This design comes from an exercise in tuning for a short achievable clock period and few clock cycles per item on the open sky130 flow, not from production work. The RTL was checked by simulation tests, not by an equivalence proof against the original design. Power and IR drop assume default switching activity.

==> flow/design.v <==
package mem_pkg;
    typedef logic [31:0] addr_t;
    typedef logic [63:0]                beat_t;
    typedef logic [32*8-1:0]   line_t;
    typedef logic [$clog2(4)-1:0] beat_cnt_t;
    typedef enum logic [1:0] {
        FETCH_IDLE,
        FETCH_REQUEST,      
        FETCH_COLLECT       
    } fetch_state_e;
endpackage
package fetch_pkg;
    typedef logic [31:0] inst_t;
    typedef logic [63:0] order_t;
    typedef logic [$clog2(8)-1:0] word_idx_t;
endpackage
`timescale 1ns/1ps
module fetch_top
(
    input   logic           clk,
    input   logic           rst,
    output  mem_pkg::addr_t          bmem_addr_o,
    output  logic           bmem_read_o,
    input   logic           bmem_ready_i,
    input   mem_pkg::addr_t          bmem_raddr_i,
    input   mem_pkg::beat_t          bmem_rdata_i,
    input   logic           bmem_rvalid_i,
    input   logic           redirect_i,
    input   mem_pkg::addr_t          redirect_pc_i,
    input   fetch_pkg::order_t         redirect_order_i,
    input   logic           inst_ren_i,
    output  logic           inst_valid_o,
    output  mem_pkg::addr_t          inst_pc_o,
    output  fetch_pkg::inst_t          inst_o,
    output  fetch_pkg::order_t         inst_order_o
);
    localparam int OFF_BITS = $clog2(32);
    localparam int LA_W     = 32 - OFF_BITS;         
    localparam int KTH      = 10;          
    localparam int QD       = KTH + 8;  
    localparam int NO       = 4;      
    localparam int AW       = $clog2(QD + 1);
    localparam int OW       = $clog2(NO + 1);
    logic              want;         
    logic              rd_q;         
    logic [LA_W-1:0]   ra_q;         
    logic [2:0]        rskip_q;      
    logic [AW-1:0]     avail;        
    logic              accept;
    logic              deq;
    logic              issue;
    assign bmem_read_o = rd_q;
    assign bmem_addr_o = {ra_q, {OFF_BITS{1'b0}}};
    assign accept = rd_q && bmem_ready_i && !rst;
    assign deq    = inst_ren_i && inst_valid_o && !redirect_i && !rst;
    assign issue  = (!want || accept) && (avail <= AW'(KTH));
    logic [LA_W-1:0]   oa  [NO];
    logic [2:0]        osk [NO];
    logic [NO-1:0]     ost;          
    logic [NO-1:0]     ov;           
    logic [OW-1:0]     ocnt;
    logic [1:0]        bc;           
    logic              beat;
    logic              pop;
    logic [NO-1:0]     os;           
    assign beat = bmem_rvalid_i && ov[0] &&
                  (bmem_raddr_i == {oa[0], {OFF_BITS{1'b0}}});
    assign pop  = beat && (bc == 2'd3);
    always_comb begin
        for (int i = 0; i < NO; i++) begin
            os[i] = pop ? ((i + 1 < NO) ? ov[i+1] : 1'b0) : ov[i];
        end
    end
    always_ff @(posedge clk) begin
        for (int i = 0; i < NO; i++) begin
            if (os[i]) begin
                if (pop && i + 1 < NO) begin
                    oa[i]  <= oa[(i + 1 < NO) ? i + 1 : i];
                    osk[i] <= osk[(i + 1 < NO) ? i + 1 : i];
                    ost[i] <= ost[(i + 1 < NO) ? i + 1 : i] || redirect_i;
                end else begin
                    ost[i] <= ost[i] || redirect_i;
                end
            end else begin
                oa[i]  <= ra_q;
                osk[i] <= rskip_q;
                ost[i] <= redirect_i;
            end
        end
    end
    always_ff @(posedge clk) begin
        if (rst) begin
            ov   <= '0;
            ocnt <= '0;
            bc   <= '0;
        end else begin
            for (int i = 0; i < NO; i++) begin
                ov[i] <= os[i] || (accept && (i == 0 || os[(i > 0) ? i - 1 : 0]));
            end
            ocnt <= ocnt + OW'(accept) - OW'(pop);
            if (beat) bc <= bc + 2'd1;
        end
    end
    always_ff @(posedge clk) begin
        if (rst) begin
            want    <= 1'b1;
            ra_q    <= 32'hAAAAA000 >> OFF_BITS;
            rskip_q <= 3'(32'hAAAAA000 >> 2);
            avail   <= AW'(8) - AW'(3'(32'hAAAAA000 >> 2));
            rd_q    <= 1'b0;
        end else begin
            if (redirect_i) begin
                want    <= 1'b1;
                ra_q    <= redirect_pc_i[31:OFF_BITS];
                rskip_q <= redirect_pc_i[OFF_BITS-1:2];
                avail   <= AW'(8) - AW'(redirect_pc_i[OFF_BITS-1:2]);
            end else if (issue) begin
                want    <= 1'b1;
                ra_q    <= ra_q + 1'b1;
                rskip_q <= '0;
                avail   <= avail - AW'(deq) + AW'(8);
            end else begin
                if (accept) want <= 1'b0;
                avail <= avail - AW'(deq);
            end
            rd_q <= (redirect_i || issue || (want && !accept)) &&
                    (32'(ocnt) + 32'(accept) < NO);
        end
    end
    logic              lo_ok, hi_ok;
    logic [1:0]        nw;           
    fetch_pkg::inst_t  wa, wb;
    assign lo_ok = ({bc, 1'b0} >= osk[0]);
    assign hi_ok = ({bc, 1'b1} >= osk[0]);
    assign nw    = (beat && !ost[0] && !redirect_i) ? (2'(lo_ok) + 2'(hi_ok)) : 2'd0;
    assign wa    = lo_ok ? bmem_rdata_i[31:0] : bmem_rdata_i[63:32];
    assign wb    = bmem_rdata_i[63:32];
    fetch_pkg::inst_t  q  [QD];
    logic [QD-1:0]     qv;
    logic [QD-1:0]     qs;           
    always_comb begin
        for (int i = 0; i < QD; i++) begin
            qs[i] = deq ? ((i + 1 < QD) ? qv[(i + 1 < QD) ? i + 1 : i] : 1'b0) : qv[i];
        end
    end
    always_ff @(posedge clk) begin
        for (int i = 0; i < QD; i++) begin
            if (qs[i]) begin
                if (deq) q[i] <= q[(i + 1 < QD) ? i + 1 : i];
            end else if (i == 0 || qs[(i > 0) ? i - 1 : 0]) begin
                q[i] <= wa;
            end else begin
                q[i] <= wb;
            end
        end
    end
    always_ff @(posedge clk) begin
        if (rst || redirect_i) begin
            qv <= '0;
        end else begin
            for (int i = 0; i < QD; i++) begin
                qv[i] <= qs[i] ||
                         (nw != 2'd0 && (i == 0 || qs[(i > 0) ? i - 1 : 0])) ||
                         (nw == 2'd2 && (i <= 1 || qs[(i > 1) ? i - 2 : 0]));
            end
        end
    end
    assign inst_valid_o = qv[0];
    assign inst_o       = q[0];
    always_ff @(posedge clk) begin
        if (rst) begin
            inst_pc_o    <= 32'hAAAAA000;
            inst_order_o <= '0;
        end else if (redirect_i) begin
            inst_pc_o    <= redirect_pc_i;
            inst_order_o <= redirect_order_i;
        end else if (deq) begin
            inst_pc_o    <= inst_pc_o + 32'd4;
            inst_order_o <= inst_order_o + 64'd1;
        end
    end
endmodule
Settings: LEC_CHECK=0, CAP_MARGIN=20, CORE_MARGIN=2, CORE_UTILIZATION=40, SLEW_MARGIN=20; clock period 4.4 ns.
run.sh (not shown) runs the stock make flow with config.mk's settings and CLKGATE_MAP_FILE= SYNTH_SCRIPT=/design/flow/synth_recipe.tcl, a recipe that flattens the netlist after the stock synthesis.
Testbench counts at the start, summed over its fixed seeds: cycles 18,690, items 12,000.
Then changed:
--- a/flow/config.mk
+++ b/flow/config.mk
@@ -7,2 +7,3 @@
 export LEC_CHECK = 0
+export ABC_CLOCK_PERIOD_IN_PS = 1800
 export CAP_MARGIN = 20
@@ -10,2 +11,4 @@
 export CORE_UTILIZATION = 40
+export SETUP_SLACK_MARGIN = 2.6
 export SLEW_MARGIN = 20
+export TNS_END_PERCENT = 100
Outcome: Power went up by roughly a tenth. Utilization rises by 17 points. Final cell count rose by roughly a tenth. Register-to-register slack improved by 0.48 ns. First-iteration DRC count grows by well over a third. Combinational power grows by well over a third. Synthesized cell count does not change. Wire length climbs by well over a third. Die area stays the same. Hold slack improves by 0.023 ns.

## afterwards: timing with drivers on the ports
In the flow no input, the clock included, has a driving cell. The finished layouts below were timed again as built, in two steps. Step 1: set_driving_cell puts a clkbuf_16 on clk and a buf_2 on each other input, an assumption about the parent block. Step 2 also shifts input and output timing later by t, the mid clock arrival at the registers, as if the neighbouring blocks saw the same clock. a / b / c = no drivers / after step 1 / after step 2; a / b = the first two.
run | t, ns | slack for setup (ns) | hold WS [ns] | worst register clock-pin slew, ns | worst data-port slew with drivers (ns)
the first run | 0.752 | 0.977 / 1.026 / 0.274 | 0.477 / 0.477 / 0.477 | 0.07 / 0.07 | 0.21
the second run | 0.764 | 1.591 / 1.591 / 0.934 | 0.500 / 0.500 / 0.500 | 0.07 / 0.07 | 0.22
After both steps every run listed still meets setup and hold. The setup slack of the first run, which loses most, moves by +0.049 ns with the drivers and by -0.703 ns with both steps.
